Context: an optimization exercise on an open-source flow, tuned for small area, a short achievable clock period and few clock cycles per item. The choices shown serve that exercise and are no tape-out recipe. The RTL was checked by simulation tests, not by an equivalence proof against the original design. Power and IR drop assume default switching activity.

Setup of v6:
==> flow/design.v <==
`default_nettype none
package resizer_pixel_pkg;
   typedef logic [7:0] chan_t;
   typedef struct packed {
      chan_t r;
      chan_t g;
      chan_t b;
   } pixel_t;
   typedef logic [95:0] col_t;    
   typedef logic [383:0] window_t;    
   typedef struct packed {
      logic [31:0] tdata;
   } stream_in_t;
endpackage
`default_nettype wire
`default_nettype none
package resizer_frame_pkg;
   localparam int FRAME_W = 16;
   localparam int FRAME_H = 10;
   localparam int WIN     = 4;       
   typedef logic [3:0]          x_t;
   typedef logic [3:0]          y_t;
   typedef logic [1:0]          slot_t;    
   typedef logic [4:0]          rows_t;    
   typedef enum logic [1:0] {
      WR_IDLE,
      WR_ACCEPT,
      WR_HOLD
   } wr_state_t;
   typedef enum logic [1:0] {
      RD_WAIT,
      RD_PRIME,
      RD_RUN,
      RD_CLEAR
   } rd_state_t;
endpackage
`default_nettype wire
`timescale 1ns/1ns
`default_nettype none
module bicubic_window_gen
(
   input  wire logic       i_clk,
   input  wire logic       i_rstn,
   input  wire logic       i_s_tvalid,
   input  resizer_pixel_pkg::stream_in_t      i_s_tdata,
   output logic            o_s_tready,
   output logic            o_m_tvalid,
   output resizer_pixel_pkg::window_t         o_m_tdata,
   output logic            o_m_tlast,
   input  wire logic       i_m_tready
);
   localparam int DEPTH = 51;
   logic [23:0] sr [0:DEPTH-1];
   logic [23:0] pix;
   logic [23:0] skid_d;
   logic        skid_v;
   logic [23:0] item;         
   logic        item_v;
   logic [7:0]  p;
   logic [7:0]  ic;
   logic        ahead;      
   logic        ov;         
   logic        rdy;        
   logic        ordy;       
   logic        skid_v_n;
   logic        last_q;     
   logic        run_a;      
   logic        slot_free;
   logic        accept;
   logic        take;       
   logic        split;      
   logic        shift;
   logic [DEPTH-1:0] en;
   assign pix        = {i_s_tdata.tdata[7:0], i_s_tdata.tdata[15:8], i_s_tdata.tdata[23:16]};
   assign o_s_tready = ordy;
   assign accept     = i_s_tvalid && o_s_tready;
   assign item_v     = skid_v || i_s_tvalid;
   assign item       = skid_v ? skid_d : pix;
   assign slot_free  = !ov || i_m_tready;
   assign take       = rdy && item_v && slot_free;
   assign split      = run_a && i_m_tready && !item_v;
   assign skid_v_n   = (skid_v || accept) && !take;
   assign shift      = (i_m_tready && (run_a || (rdy && item_v))) || (!ov && rdy && item_v);
   always_comb begin
      for (int d = 0; d < DEPTH; d++) begin
         en[d] = shift && (i_s_tvalid || skid_v || (8'(d) >= ic));
      end
   end
   always_ff @(posedge i_clk) begin
      if (en[0]) sr[0] <= item;
      for (int d = 1; d < DEPTH; d++) begin
         if (en[d]) sr[d] <= sr[d-1];
      end
   end
   always_ff @(posedge i_clk) begin
      if (!skid_v) skid_d <= pix;
   end
   logic       trans;      
   logic [7:0] p1, p2, i12, i13, i14;
   logic       ic_last;    
   logic [7:0] p_n;
   logic [7:0] ic_n;
   logic       ahead_n;
   logic       ov_n;
   logic [3:1] rs;       
   logic       ld;       
   logic       dup;      
   logic [3:1] rs_p2;
   logic       ld_p2, dup_p2, ld_i13, dup_i13, ld_i14, dup_i14;
   assign trans   = ahead && last_q && ov && i_m_tready;
   assign p1      = p + 8'd1;
   assign p2      = p + 8'd2;
   assign i12     = ic + 8'd12;
   assign i13     = ic + 8'd13;
   assign i14     = ic + 8'd14;
   assign ic_last = (ic == 8'd159);
   assign rs_p2[1] = (p2[7:4] == 4'd13);
   assign rs_p2[2] = (p2[7:4] >= 4'd12) && (p2[7:4] <= 4'd13);
   assign rs_p2[3] = (p2[7:4] >= 4'd11) && (p2[7:4] <= 4'd13);
   assign ld_p2    = (p2[3:0] == 4'd0);
   assign dup_p2   = (p2[3:0] >= 4'd13);
   assign ld_i13   = (i13[3:0] == 4'd0);
   assign dup_i13  = (i13[3:0] >= 4'd13);
   assign ld_i14   = (i14[3:0] == 4'd0);
   assign dup_i14  = (i14[3:0] >= 4'd13);
   always_comb begin
      if (trans) begin
         p_n     = take ? i13 : i12;
         ic_n    = ic + 8'(take);
         ahead_n = 1'b0;
         ov_n    = take && (ic == 8'd51);
      end else if (shift) begin
         p_n     = p1;
         ic_n    = (!ahead && ic_last) ? 8'd0 : ic + 8'(take);
         ahead_n = ahead || ic_last;
         ov_n    = ahead || (p >= 8'd63);
      end else begin
         p_n     = p;
         ic_n    = ic;
         ahead_n = ahead;
         ov_n    = ov && !i_m_tready;
      end
   end
   always_ff @(posedge i_clk) begin
      if (!i_rstn) begin
         rdy    <= 1'b0;
         ov     <= 1'b0;
         ahead  <= 1'b0;
         ic     <= 8'd0;
         p      <= 8'd12;
         last_q <= 1'b0;
         run_a  <= 1'b0;
         skid_v <= 1'b0;
         ordy   <= 1'b0;
         rs     <= '0;
         ld     <= 1'b0;
         dup    <= 1'b1;
      end else begin
         rdy    <= 1'b1;
         ov     <= ov_n;
         ahead  <= ahead_n;
         ic     <= ic_n;
         p      <= p_n;
         skid_v <= skid_v_n;
         ordy   <= !skid_v_n;
         if (trans) begin
            last_q <= 1'b0;
            run_a  <= 1'b0;
            rs     <= '0;
            ld     <= take ? ld_i14 : ld_i13;
            dup    <= take ? dup_i14 : dup_i13;
         end else if (shift) begin
            last_q <= (p == 8'd222);
            run_a  <= ahead ? (p != 8'd222) : ic_last;
            rs     <= rs_p2;
            ld     <= ld_p2;
            dup    <= dup_p2;
         end
      end
   end
   logic [23:0] t   [0:3][0:3];    
   logic [23:0] tc  [0:3][0:3];    
   always_comb begin
      for (int i = 0; i < 4; i++) begin
         for (int j = 0; j < 4; j++) begin
            if (i == 3 && j == 3) t[i][j] = item;
            else                  t[i][j] = sr[50 - 16*i - j];
         end
      end
      for (int j = 0; j < 4; j++) begin
         tc[0][j] = t[0][j];
         for (int i = 1; i < 4; i++) begin
            tc[i][j] = rs[i] ? tc[i-1][j] : t[i][j];
         end
      end
   end
   always_ff @(posedge i_clk) begin
      if (shift) begin
         for (int i = 0; i < 4; i++) begin
            for (int j = 0; j < 3; j++) begin
               o_m_tdata[96*j + 24*i +: 24] <= ld ? tc[i][j] : o_m_tdata[96*(j+1) + 24*i +: 24];
            end
         end
      end
      if (shift && !dup) begin
         for (int i = 0; i < 4; i++) begin
            o_m_tdata[288 + 24*i +: 24] <= tc[i][3];
         end
      end
   end
   assign o_m_tvalid = ov;
   assign o_m_tlast  = last_q;
endmodule
`default_nettype wire
==> flow/config.mk <==
export PLATFORM = sky130hd
export DESIGN_NAME = bicubic_window_gen
export DESIGN_NICKNAME = bicubic_window_gen
export VERILOG_FILES = /design/flow/design.v
export SDC_FILE = /design/flow/constraint.sdc
export NUM_CORES = 4
export LEC_CHECK = 0
export CAP_MARGIN = 20
export CORE_MARGIN = 6
export CORE_UTILIZATION = 58
export SETUP_SLACK_MARGIN = 2.8
export SLEW_MARGIN = 20
==> flow/constraint.sdc <==
create_clock -name core_clock -period 5.5 [get_ports {i_clk}]
set_input_delay 1.1000 -clock core_clock [delete_from_list [all_inputs] [get_ports {i_clk}]]
set_output_delay 1.1000 -clock core_clock [all_outputs]
set_load 0.01 [all_outputs]
standard.sh (not shown) runs the stock make flow with config.mk's settings and CLKGATE_MAP_FILE= SYNTH_SCRIPT=/design/flow/synth_recipe.tcl, a recipe that flattens the netlist after the stock synthesis.
==> flow/flow/run.sh <==
#!/bin/bash
set -euo pipefail
export BUFFER_PORTS_ARGS="-buffer_cell sky130_fd_sc_hd__buf_1"
export CTS_ARGS="-sink_clustering_enable -repair_clock_nets -dont_use_dummy_load -sink_clustering_size 22 -sink_clustering_max_diameter 100"
bash standard.sh finish > flow_standard.log 2>&1
v6 went all the way through the flow, and no timing, DRC or antenna check failed.
Testbench counts of v6, summed over its fixed seeds: cycles 5,544, windows 5,120.
Here is what was changed in the inputs of v7 compared with v6.
- SETUP_SLACK_MARGIN: 2.8 -> 3.0
- CORE_UTILIZATION: 58 -> 45
==> flow/flow/run.sh <==
#!/bin/bash
set -euo pipefail
export BUFFER_PORTS_ARGS="-buffer_cell sky130_fd_sc_hd__buf_1"
export CTS_ARGS="-sink_clustering_enable -repair_clock_nets -dont_use_dummy_load -sink_clustering_size 24"
bash standard.sh finish > flow_standard.log 2>&1
- Every run in the comparison, v6 and v7, completed the flow with a clean layout.
- When the final numbers for v6 and v7 were put side by side, the routed via count divided by cell count turned out to be greater in v6.
- The worst setup path endpoint comes out sr[29][2]$_DFFE_PP_ in one run and o_m_tdata[158] in the other, namely in v6 and v7 respectively.
- On path length in cells of the critical path: between v6 and v7, it ends up higher for v6.
- Wire: v7 routes more than v6
- The run with more setup slack is v7; v6 has less.
- v7 vs v6: sequential share of layout area down
- Peak supply drop in v7 is about 30% above v6.
- Compared with v6, in v7 register-to-register slack picked up an extra 400 ps, share of power burned in the clock network picked up an extra 8.2 points, cell count after placement picked up an extra about 8%.
- On total power, v7 does worse than v6.
- Share of the clock period used by the worst path after layout in v7 is 5.8 points lower than in v6

========
## build 69
Starts from the design.v that is shown in full above.
export LEC_CHECK = 0
export CAP_MARGIN = 20
export CORE_MARGIN = 6
export CORE_UTILIZATION = 45
export SETUP_SLACK_MARGIN = 3.4
export SLEW_MARGIN = 20
create_clock -name core_clock -period 5.5 [get_ports {i_clk}]
==> flow/flow/run.sh <==
#!/bin/bash
set -euo pipefail
export BUFFER_PORTS_ARGS="-buffer_cell sky130_fd_sc_hd__buf_1"
export CTS_ARGS="-sink_clustering_enable -repair_clock_nets -dont_use_dummy_load -sink_clustering_size 24"
bash standard.sh finish > flow_standard.log 2>&1
Testbench counts of build 69, summed over its fixed seeds: cycles 5,544, windows 5,120.
Input changes introduced in build 86 (baseline for comparison: build 69):
# build 69
export LEC_CHECK = 0
export CAP_MARGIN = 20
export CORE_MARGIN = 6
export CORE_UTILIZATION = 45
export SETUP_SLACK_MARGIN = 3.4
export SLEW_MARGIN = 20
create_clock -name core_clock -period 5.5 [get_ports {i_clk}]
# build 86
export LEC_CHECK = 0
export CAP_MARGIN = 20
export CORE_MARGIN = 6
export CORE_UTILIZATION = 72
export SETUP_SLACK_MARGIN = 3.0
export SLEW_MARGIN = 20
create_clock -name core_clock -period 5.5 [get_ports {i_clk}]
==> flow/flow/run.sh <==
#!/bin/bash
set -euo pipefail
export BUFFER_PORTS_ARGS="-buffer_cell sky130_fd_sc_hd__buf_1"
export CTS_ARGS="-sink_clustering_enable -repair_clock_nets -dont_use_dummy_load -sink_clustering_size 22 -sink_clustering_max_diameter 100"
bash standard.sh finish > flow_standard.log 2>&1
As far as async set or reset register ratio after synthesis goes, build 86 and build 69 are indistinguishable; the numbers are identical. Relative to build 69, worst setup slack decreased by 15 ps in build 86. Diff build 69 -> build 86 | area overhead of the layout relative to synthesis | decrease of 19 points. Endpoint of the most critical setup path: o_m_tdata[146] -> build 86, o_m_tdata[158] -> build 69. Per the comparison of build 86 with build 69, die area shows a reduction of 36%, core utilization of the finished layout shows an increase of 23 points, count of plain and timing-repair buffers in the layout shows a reduction of about 40%.
[inputs] build 85 vs build 86
# build 86
export LEC_CHECK = 0
export CAP_MARGIN = 20
export CORE_MARGIN = 6
export CORE_UTILIZATION = 72
export SETUP_SLACK_MARGIN = 3.0
export SLEW_MARGIN = 20
create_clock -name core_clock -period 5.5 [get_ports {i_clk}]
# build 85
export LEC_CHECK = 0
export CAP_MARGIN = 20
export CORE_MARGIN = 6
export CORE_UTILIZATION = 58
export SETUP_SLACK_MARGIN = 3.0
export SLEW_MARGIN = 20
create_clock -name core_clock -period 5.5 [get_ports {i_clk}]
==> flow/flow/run.sh <==
#!/bin/bash
set -euo pipefail
export BUFFER_PORTS_ARGS="-buffer_cell sky130_fd_sc_hd__buf_1"
export CTS_ARGS="-sink_clustering_enable -repair_clock_nets -dont_use_dummy_load -sink_clustering_size 24"
bash standard.sh finish > flow_standard.log 2>&1
## What came out
Per the comparison of build 85 with build 86, number of diodes moved down, share of synthesized registers carrying an async set or reset held steady, data required time at the worst endpoint shrank by 1490 ps, setup slack increased 18 ps, number of tap cells inserted went up 237.
Cmp build 86 and build 85 / count of non-CTS buffers in the layout / lower: build 85
Net switching power figure delta (build 85 − build 86): unfavourable
The origin of the worst setup path comes out rs[1] in one run and o_m_tdata[331] in the other, namely in build 86 and build 85 respectively.
Build 85 — met3 track demand over resource 2.9 points lower, build 86 as reference
Cmp build 85 vs build 86: effective utilization at floorplan lower in build 85
Compared to build 86, build 85 has overall routing resource usage 7.3 points lower.
In build 85, the share of the clock period used by the worst path came out 0.33 points below the value in build 86.
What build 42 does differently from build 85 at the input level:
# build 85
export LEC_CHECK = 0
export CAP_MARGIN = 20
export CORE_MARGIN = 6
export CORE_UTILIZATION = 58
export SETUP_SLACK_MARGIN = 3.0
export SLEW_MARGIN = 20
create_clock -name core_clock -period 5.5 [get_ports {i_clk}]
# build 42
export LEC_CHECK = 0
export CAP_MARGIN = 20
export CORE_MARGIN = 6
export CORE_UTILIZATION = 45
export SETUP_SLACK_MARGIN = 3.0
export SLEW_MARGIN = 20
create_clock -name core_clock -period 5.5 [get_ports {i_clk}]
==> flow/flow/run.sh <==
#!/bin/bash
set -euo pipefail
export BUFFER_PORTS_ARGS="-buffer_cell sky130_fd_sc_hd__buf_1"
export CTS_ARGS="-sink_clustering_enable -repair_clock_nets -dont_use_dummy_load -sink_clustering_size 22 -sink_clustering_max_diameter 100"
bash standard.sh finish > flow_standard.log 2>&1
## What came out
- Build 85: done, clean on timing, DRC and antenna
- Build 42 ended with every stage complete and zero timing, DRC or antenna violations.
- Lower slew of the pin with the lowest slew margin among build 85 and build 42: build 42
- Build 85 has a higher number of global-route vias before repair than build 42.
- Build 42 and build 85 ended up with roughly the same first-pass GRT wire length.

========
RTL: the design.v shown in full above, as it stands there.
export LEC_CHECK = 0
export CAP_MARGIN = 20
export CORE_MARGIN = 6
export CORE_UTILIZATION = 66
export SETUP_SLACK_MARGIN = 3.1
export SLEW_MARGIN = 20
create_clock -name core_clock -period 5.5 [get_ports {i_clk}]
==> flow/flow/run.sh <==
#!/bin/bash
set -euo pipefail
export BUFFER_PORTS_ARGS="-buffer_cell sky130_fd_sc_hd__buf_1"
export CTS_ARGS="-sink_clustering_enable -repair_clock_nets -dont_use_dummy_load -sink_clustering_size 22 -sink_clustering_max_diameter 100"
bash standard.sh finish > flow_standard.log 2>&1
Testbench counts at the start, summed over its fixed seeds: cycles 5,544, windows 5,120.
Edit:
- CORE_UTILIZATION: 66 -> 58
- SETUP_SLACK_MARGIN: 3.1 -> 3.0
What happened:
- The new run completed without violations
- final area decreases by 0.91%
- total power is about the same
- worst hold slack loses 12 ps
- die area climbs by 13%
- synthesized area is unchanged
- non-clock buffer count went down by 40
- via count went down by 4.2%
- global-route usage fell by 3.8 points
- sequential power hardly moves
Edit:
- CORE_UTILIZATION: 58 -> 45
- SETUP_SLACK_MARGIN: 3.0 -> 3.1
- TNS_END_PERCENT: unset -> 10
What happened:
- synthesized area stays the same
- routed wire length came out higher slightly
- global-route usage came out lower by 5.7 points
- setup slack loses 67 ps
- utilization came out lower by 14 points
- sequential share of layout area came out lower by 1.7 points
- final area came out higher by a few percent
Edit:
- CORE_UTILIZATION: 45 -> 66
- SETUP_SLACK_MARGIN: 3.1 -> 3.0
- TNS_END_PERCENT: 10 -> unset
The new run produced a clean layout.
Worst setup slack improved by 110 ps.
Cell area drops by a few percent.
Worst hold slack gains 74 ps.
Sequential power is about the same.
Global-route usage rises by 9.2 points.
Power falls slightly.
Die area went down by a quarter to a third.
Synthesized area is unchanged.
Maximum frequency rises by a few percent.
Utilization grows by 23 points.
Via count rose slightly.
Edit:
==> flow/flow/run.sh (replaced) <==
#!/bin/bash
set -euo pipefail
export BUFFER_PORTS_ARGS="-buffer_cell sky130_fd_sc_hd__buf_1"
export CTS_ARGS="-sink_clustering_enable -repair_clock_nets -dont_use_dummy_load -sink_clustering_size 24"
bash standard.sh finish > flow_standard.log 2>&1
- ABC_CLOCK_PERIOD_IN_PS: unset -> 2000
- CORE_UTILIZATION: 66 -> 45
Result:
- The new run passed the timing, DRC and antenna checks
- core utilization goes down by 21 points
- wire length came out higher by 1.8%
- setup slack degrades by 51 ps
- total power rose by 14%
- design area increases by 5.6%
- count of clock-buffer cells in the layout climbs by 77
- non-clock buffer count goes up by 22

-- what the ideal ports hide --
No port has a modelled driver above. Below, the same layouts with a new extraction and two added sets of constraints.
Step 1 (the two cells are an assumption about what drives the block):
set clk [get_ports {i_clk}]
set_driving_cell -lib_cell sky130_fd_sc_hd__clkbuf_16 $clk
set_driving_cell -lib_cell sky130_fd_sc_hd__buf_2 [delete_from_list [all_inputs] $clk]
Step 2 times the ports against the registers' clock, not the clock port: input delays grow and output delays shrink by t, the midpoint of the rising clock arrivals with the driver on.
a / b / c = no drivers / after step 1 / after step 2; a / b = the first two.
run | shift t [ns] | setup WS [ns] | worst setup path at the end
v6 | 0.724 | 2.627 / 2.627 / 2.079 | input to register
v7 | 0.825 | 2.944 / 2.874 / 2.179 | input to register
build 69 | 0.837 | 2.942 / 2.869 / 2.248 | input to register
build 86 | 0.706 | 2.926 / 2.914 / 2.346 | input to register
build 85 | 0.801 | 2.944 / 2.868 / 2.235 | input to register
build 42 | 0.721 | 2.917 / 2.917 / 2.238 | input to register
the first run of note 3 | 0.698 | 2.990 / 2.924 / 2.370 | input to register
the second run of note 3 | 0.720 | 2.953 / 2.932 / 2.270 | input to register
the third run of note 3 | 0.704 | 2.885 / 2.879 / 2.202 | input to register
the fourth run of note 3 | 0.702 | 2.995 / 2.945 / 2.321 | input to register
the fifth run of note 3 | 0.825 | 2.944 / 2.874 / 2.179 | input to register
After both steps setup and hold are still met in every run listed.
